Context: an optimization exercise on an open-source flow, tuned for small area, a short achievable clock period and few clock cycles per item. The choices shown serve that exercise and are no tape-out recipe.
In this exercise RTL edits were held to simulation tests only and were not proved equivalent to the original.
Power and IR drop assume default switching activity.

the baseline:
// mesh_router
module mesh_router (
  input  logic                          clk,
  input  logic                          reset,
  input  logic [5-1:0]         in_valid,
  input  logic [5*64-1:0] in_flit,
  output logic [5-1:0]         in_ready,
  output logic [5-1:0]         out_valid,
  output logic [5*64-1:0] out_flit,
  input  logic [5-1:0]         out_ready,
  output logic                          polarity_to_nic
);
==> module input_port, before the edit <==
module input_port (
  input  logic              clk,
  input  logic              reset,
  input  logic              in_valid,
  input  flit_pkg::flit_t   in_flit,
  output logic              in_ready,
  output router_pkg::req_t  req,
  output logic [4-1:0] hop_dec,
  input  logic              accept
);
  router_pkg::port_e route;
  always_comb begin
    route    = router_pkg::PORT_NIC;
    if (in_flit.hop_x != '0) begin
      route = in_flit.x_dir ? router_pkg::PORT_LEFT : router_pkg::PORT_RIGHT;
    end else if (in_flit.hop_y != '0) begin
      route = in_flit.y_dir ? router_pkg::PORT_DOWN : router_pkg::PORT_UP;
    end
  end
  assign req.dest = in_valid ? router_pkg::port_bit(route) : '0;
  assign req.flit = in_flit;
  always_ff @(posedge clk) begin
    hop_dec <= ((in_flit.hop_x != '0) ? in_flit.hop_x : in_flit.hop_y) - 1'b1;
  end
  assign in_ready = accept;
endmodule
==> module output_port, before the edit <==
module output_port #(
  parameter int PORT = 0
) (
  input  logic                  clk,
  input  logic                  reset,
  input  logic                  polarity,
  input  logic [5-1:0] prio,
  input  logic [5-1:0] req_valid,
  input  logic [5*64-1:0] req_flit,
  input  logic [5*4-1:0] req_dec,
  output logic [5-1:0] grant,
  output logic                  out_valid,
  output flit_pkg::flit_t       out_flit,
  input  logic                  out_ready
);
  localparam int N = 5;
  logic [N-1:0] cand;
  logic [N-1:0] beats [N];
  logic [N-1:0] pick;
  flit_pkg::flit_t adj_flit;
  logic [N*64-1:0] adj_all;
  always_comb begin
    for (int i = 0; i < N; i++) begin
      cand[i] = req_valid[i] && !grant[i]
             && (req_flit[64*i + 64 - 1] == polarity);
    end
  end
  always_comb begin
    for (int i = 0; i < N; i++) begin
      for (int j = 0; j < N; j++) begin
        beats[i][j] = 1'b0;
        for (int k = 0; k < N; k++) begin
          if (prio[k] && (((j - k + N) % N) < ((i - k + N) % N))) begin
            beats[i][j] = 1'b1;
          end
        end
      end
    end
  end
  always_comb begin
    for (int i = 0; i < N; i++) begin
      pick[i] = cand[i] && !(|(cand & beats[i]));
    end
  end
  always_ff @(posedge clk or posedge reset) begin
    if (reset) begin
      grant <= '0;
    end else if (!(out_valid && !out_ready)) begin
      grant <= pick;
    end
  end
  assign out_valid = |grant;
  always_comb begin
    for (int i = 0; i < N; i++) begin
      adj_flit = req_flit[64*i +: 64];
      case (PORT)
        0: begin
          adj_flit.hop_x = '0;
          adj_flit.y_dir = 1'b0;
          adj_flit.hop_y = req_dec[4*i +: 4];
        end
        1: begin
          adj_flit.hop_x = '0;
          adj_flit.y_dir = 1'b1;
          adj_flit.hop_y = req_dec[4*i +: 4];
        end
        2: begin
          adj_flit.x_dir = 1'b1;
          adj_flit.hop_x = req_dec[4*i +: 4];
        end
        3: begin
          adj_flit.x_dir = 1'b0;
          adj_flit.hop_x = req_dec[4*i +: 4];
        end
        default: begin
          adj_flit.hop_x = '0;
          adj_flit.hop_y = '0;
        end
      endcase
      adj_all[64*i +: 64] = adj_flit;
    end
  end
  always_comb begin
    out_flit = '0;
    for (int i = 0; i < N; i++) begin
      if (grant[i]) begin
        out_flit = out_flit | adj_all[64*i +: 64];
      end
    end
  end
endmodule
==> module mesh_router, before the edit <==
module mesh_router (
  input  logic                          clk,
  input  logic                          reset,
  input  logic [5-1:0]         in_valid,
  input  logic [5*64-1:0] in_flit,
  output logic [5-1:0]         in_ready,
  output logic [5-1:0]         out_valid,
  output logic [5*64-1:0] out_flit,
  input  logic [5-1:0]         out_ready,
  output logic                          polarity_to_nic
);
  localparam int N = 5;
  logic                  polarity;
  logic [N-1:0]          prio;
  logic [N*N-1:0]        req_dest;
  logic [N*64-1:0]  req_flit;
  logic [N*4-1:0]   req_dec;
  logic [N*N-1:0]        req_col;
  logic [N*N-1:0]        grant;
  logic [N-1:0]          accept;
  always_ff @(posedge clk or posedge reset) begin
    if (reset) begin
      polarity <= 1'b0;
      prio     <= {{(N - 1){1'b0}}, 1'b1};
    end else begin
      polarity <= ~polarity;
      prio     <= {prio[N-2:0], prio[N-1]};
    end
  end
  assign polarity_to_nic = polarity;
  for (genvar p = 0; p < N; p++) begin : g_port
    router_pkg::req_t req_p;
    input_port i_in (
      .clk      (clk),
      .reset    (reset),
      .in_valid (in_valid[p]),
      .in_flit  (in_flit[64*p +: 64]),
      .in_ready (in_ready[p]),
      .req      (req_p),
      .hop_dec  (req_dec[4*p +: 4]),
      .accept   (accept[p])
    );
    assign req_dest[N*p +: N]           = req_p.dest;
    assign req_flit[64*p +: 64] = req_p.flit;
    for (genvar i = 0; i < N; i++) begin : g_col
      assign req_col[N*p + i] = req_dest[N*i + p];
    end
    output_port #(.PORT(p)) i_out (
      .clk       (clk),
      .reset     (reset),
      .polarity  (polarity),
      .prio      ({prio[N-2:0], prio[N-1]}),
      .req_valid (req_col[N*p +: N]),
      .req_flit  (req_flit),
      .req_dec   (req_dec),
      .grant     (grant[N*p +: N]),
      .out_valid (out_valid[p]),
      .out_flit  (out_flit[64*p +: 64]),
      .out_ready (out_ready[p])
    );
  end
  always_comb begin
    accept = '0;
    for (int p = 0; p < N; p++) begin
      accept = accept | (out_ready[p] ? grant[N*p +: N] : '0);
    end
  end
endmodule
clock: 5.5 ns
lec_check: 0
cap_margin: 20
cell_pad_in_sites_detail_placement: 2
cell_pad_in_sites_global_placement: 2
core_area: 2 2 258 258
die_area: 0 0 260 260
place_density: 0.4
setup_slack_margin: 2.3
slew_margin: 20
standard.sh (not shown) runs the stock make flow with config.mk's settings and CLKGATE_MAP_FILE= SYNTH_SCRIPT=/design/flow/synth_recipe.tcl, a recipe that flattens the netlist after the stock synthesis.
==> flow/flow/run.sh <==
#!/bin/bash
# Standard layout, with plain buf_1 cells as the port buffers and the flit
# pins grouped by bit along the die edge
export BUFFER_PORTS_ARGS="-buffer_cell sky130_fd_sc_hd__buf_1"
export PRE_IO_PLACEMENT_TCL="$(pwd)/flow/io.tcl"
export PLACE_PINS_ARGS="-min_distance 1.2"
bash standard.sh > standard_flow.log 2>&1
==> flow/flow/io.tcl <==
# Bit-sliced pin placement: bit b of every input and output flit shares one
# stretch of the die edge, so each bit of the crossbar stays local
set die [ord::get_die_area]
set w [expr {[lindex $die 2] - [lindex $die 0]}]
set h [expr {[lindex $die 3] - [lindex $die 1]}]
set edges [list bottom $w right $h top $w left $h]
set per_edge 16
set b 0
foreach {edge len} $edges {
  set seg [expr {($len - 8.0) / $per_edge}]
  for {set k 0} {$k < $per_edge} {incr k} {
    set names {}
    for {set p 0} {$p < 5} {incr p} {
      set i [expr {64 * $p + $b}]
      foreach port [list in_flit\[$i\] out_flit\[$i\]] {
        if {[llength [get_ports -quiet $port]]} { lappend names $port }
      }
    }
    set lo [expr {4.0 + $k * $seg}]
    set hi [expr {$lo + $seg}]
    set_io_pin_constraint -pin_names $names -region $edge:[format %.2f $lo]-[format %.2f $hi]
    incr b
  }
}
No stage failed in the baseline, and the final checks on the layout all came back clean.
Testbench counts of the baseline, summed over its fixed seeds: cycles 9,340, flits 16,000.
Input-level comparison between the candidate and the baseline:
diff --git a/flow/design.v b/flow/design.v
--- a/flow/design.v
+++ b/flow/design.v
@@ -73,11 +73,11 @@
   input  logic              reset,
   input  logic              in_valid,
   input  flit_pkg::flit_t   in_flit,
   output logic              in_ready,
   output router_pkg::req_t  req,
-  output logic [4-1:0] hop_dec,
+  output logic [2*4-1:0] hop_dec,
   input  logic              accept
 );
   router_pkg::port_e route;
   always_comb begin
     route    = router_pkg::PORT_NIC;
@@ -88,11 +88,11 @@
     end
   end
   assign req.dest = in_valid ? router_pkg::port_bit(route) : '0;
   assign req.flit = in_flit;
   always_ff @(posedge clk) begin
-    hop_dec <= ((in_flit.hop_x != '0) ? in_flit.hop_x : in_flit.hop_y) - 1'b1;
+    hop_dec <= {in_flit.hop_x - 1'b1, in_flit.hop_y - 1'b1};
   end
   assign in_ready = accept;
 endmodule
 `timescale 1ns/1ps
 module output_port #(
@@ -102,11 +102,11 @@
   input  logic                  reset,
   input  logic                  polarity,
   input  logic [5-1:0] prio,
   input  logic [5-1:0] req_valid,
   input  logic [5*64-1:0] req_flit,
-  input  logic [5*4-1:0] req_dec,
+  input  logic [5*2*4-1:0] req_dec,
   output logic [5-1:0] grant,
   output logic                  out_valid,
   output flit_pkg::flit_t       out_flit,
   input  logic                  out_ready
 );
@@ -152,24 +152,24 @@
       adj_flit = req_flit[64*i +: 64];
       case (PORT)
         0: begin
           adj_flit.hop_x = '0;
           adj_flit.y_dir = 1'b0;
-          adj_flit.hop_y = req_dec[4*i +: 4];
+          adj_flit.hop_y = req_dec[2*4*i +: 4];
         end
         1: begin
           adj_flit.hop_x = '0;
           adj_flit.y_dir = 1'b1;
-          adj_flit.hop_y = req_dec[4*i +: 4];
+          adj_flit.hop_y = req_dec[2*4*i +: 4];
         end
         2: begin
           adj_flit.x_dir = 1'b1;
-          adj_flit.hop_x = req_dec[4*i +: 4];
+          adj_flit.hop_x = req_dec[2*4*i + 4 +: 4];
         end
         3: begin
           adj_flit.x_dir = 1'b0;
-          adj_flit.hop_x = req_dec[4*i +: 4];
+          adj_flit.hop_x = req_dec[2*4*i + 4 +: 4];
         end
         default: begin
           adj_flit.hop_x = '0;
           adj_flit.hop_y = '0;
         end
@@ -201,11 +201,11 @@
   localparam int N = 5;
   logic                  polarity;
   logic [N-1:0]          prio;
   logic [N*N-1:0]        req_dest;
   logic [N*64-1:0]  req_flit;
-  logic [N*4-1:0]   req_dec;
+  logic [N*2*4-1:0] req_dec;
   logic [N*N-1:0]        req_col;
   logic [N*N-1:0]        grant;
   logic [N-1:0]          accept;
   always_ff @(posedge clk or posedge reset) begin
     if (reset) begin
@@ -224,11 +224,11 @@
       .reset    (reset),
       .in_valid (in_valid[p]),
       .in_flit  (in_flit[64*p +: 64]),
       .in_ready (in_ready[p]),
       .req      (req_p),
-      .hop_dec  (req_dec[4*p +: 4]),
+      .hop_dec  (req_dec[2*4*p +: 2*4]),
       .accept   (accept[p])
     );
     assign req_dest[N*p +: N]           = req_p.dest;
     assign req_flit[64*p +: 64] = req_p.flit;
     for (genvar i = 0; i < N; i++) begin : g_col
Notes after the runs:
Summary — growth of design area from synthesis to finish, the candidate relative to the baseline: higher, by 2.8 points. Diff the baseline -> the candidate: maximum frequency held steady; design area grew by 5.7%; flip-flop and latch area climbed 33%; number of filler instances in the final layout lower; initial antenna violation count now sits higher. Area of placed instances went up by a few percent going from the baseline to the candidate. Comparing depth of the CTS H-tree for the baseline and the candidate, the smaller number came from the baseline. The candidate vs the baseline — sequential share of layout area rose 2.2 points. The candidate vs. the baseline: share of power burned in combinational logic lower; post-layout minimum cycle time roughly the same; first-pass GRT wire length higher; layout buffer count excluding clock buffers higher. On ratio of final minimum period to clock period, the baseline and the candidate are neck and neck.
Testbench counts of the candidate, summed over its fixed seeds: cycles 9,340, flits 16,000.

==> separate check: timing with driven ports <==
In the flow no input, the clock included, has a driving cell. The finished layouts below were timed again as built, in two steps. Step 1 (the two cells are an assumption about what drives the block):
set clk [get_ports {clk}]
set_driving_cell -lib_cell sky130_fd_sc_hd__clkbuf_16 $clk
set_driving_cell -lib_cell sky130_fd_sc_hd__buf_2 [delete_from_list [all_inputs] $clk]
Step 2 times the ports against the registers' clock, not the clock port: input delays grow and output delays shrink by t, the midpoint of the rising clock arrivals with the driver on. Three values: ideal ports, drivers, drivers and shift; two values: the first two.
run | t (ns) | setup slack, ns | hold slack, ns | latest minus earliest clock arrival (ns)
the baseline | 0.360 | 2.323 / 2.271 / 2.045 | 0.554 / 0.554 / 0.554 | 0.011 / 0.011
the candidate | 0.402 | 2.320 / 2.282 / 2.008 | 0.545 / 0.545 / 0.545 | 0.013 / 0.013
After both steps every run listed still meets setup and hold. For the candidate, which loses most, drivers alone change the setup slack by -0.038 ns; drivers and shift together by -0.312 ns.
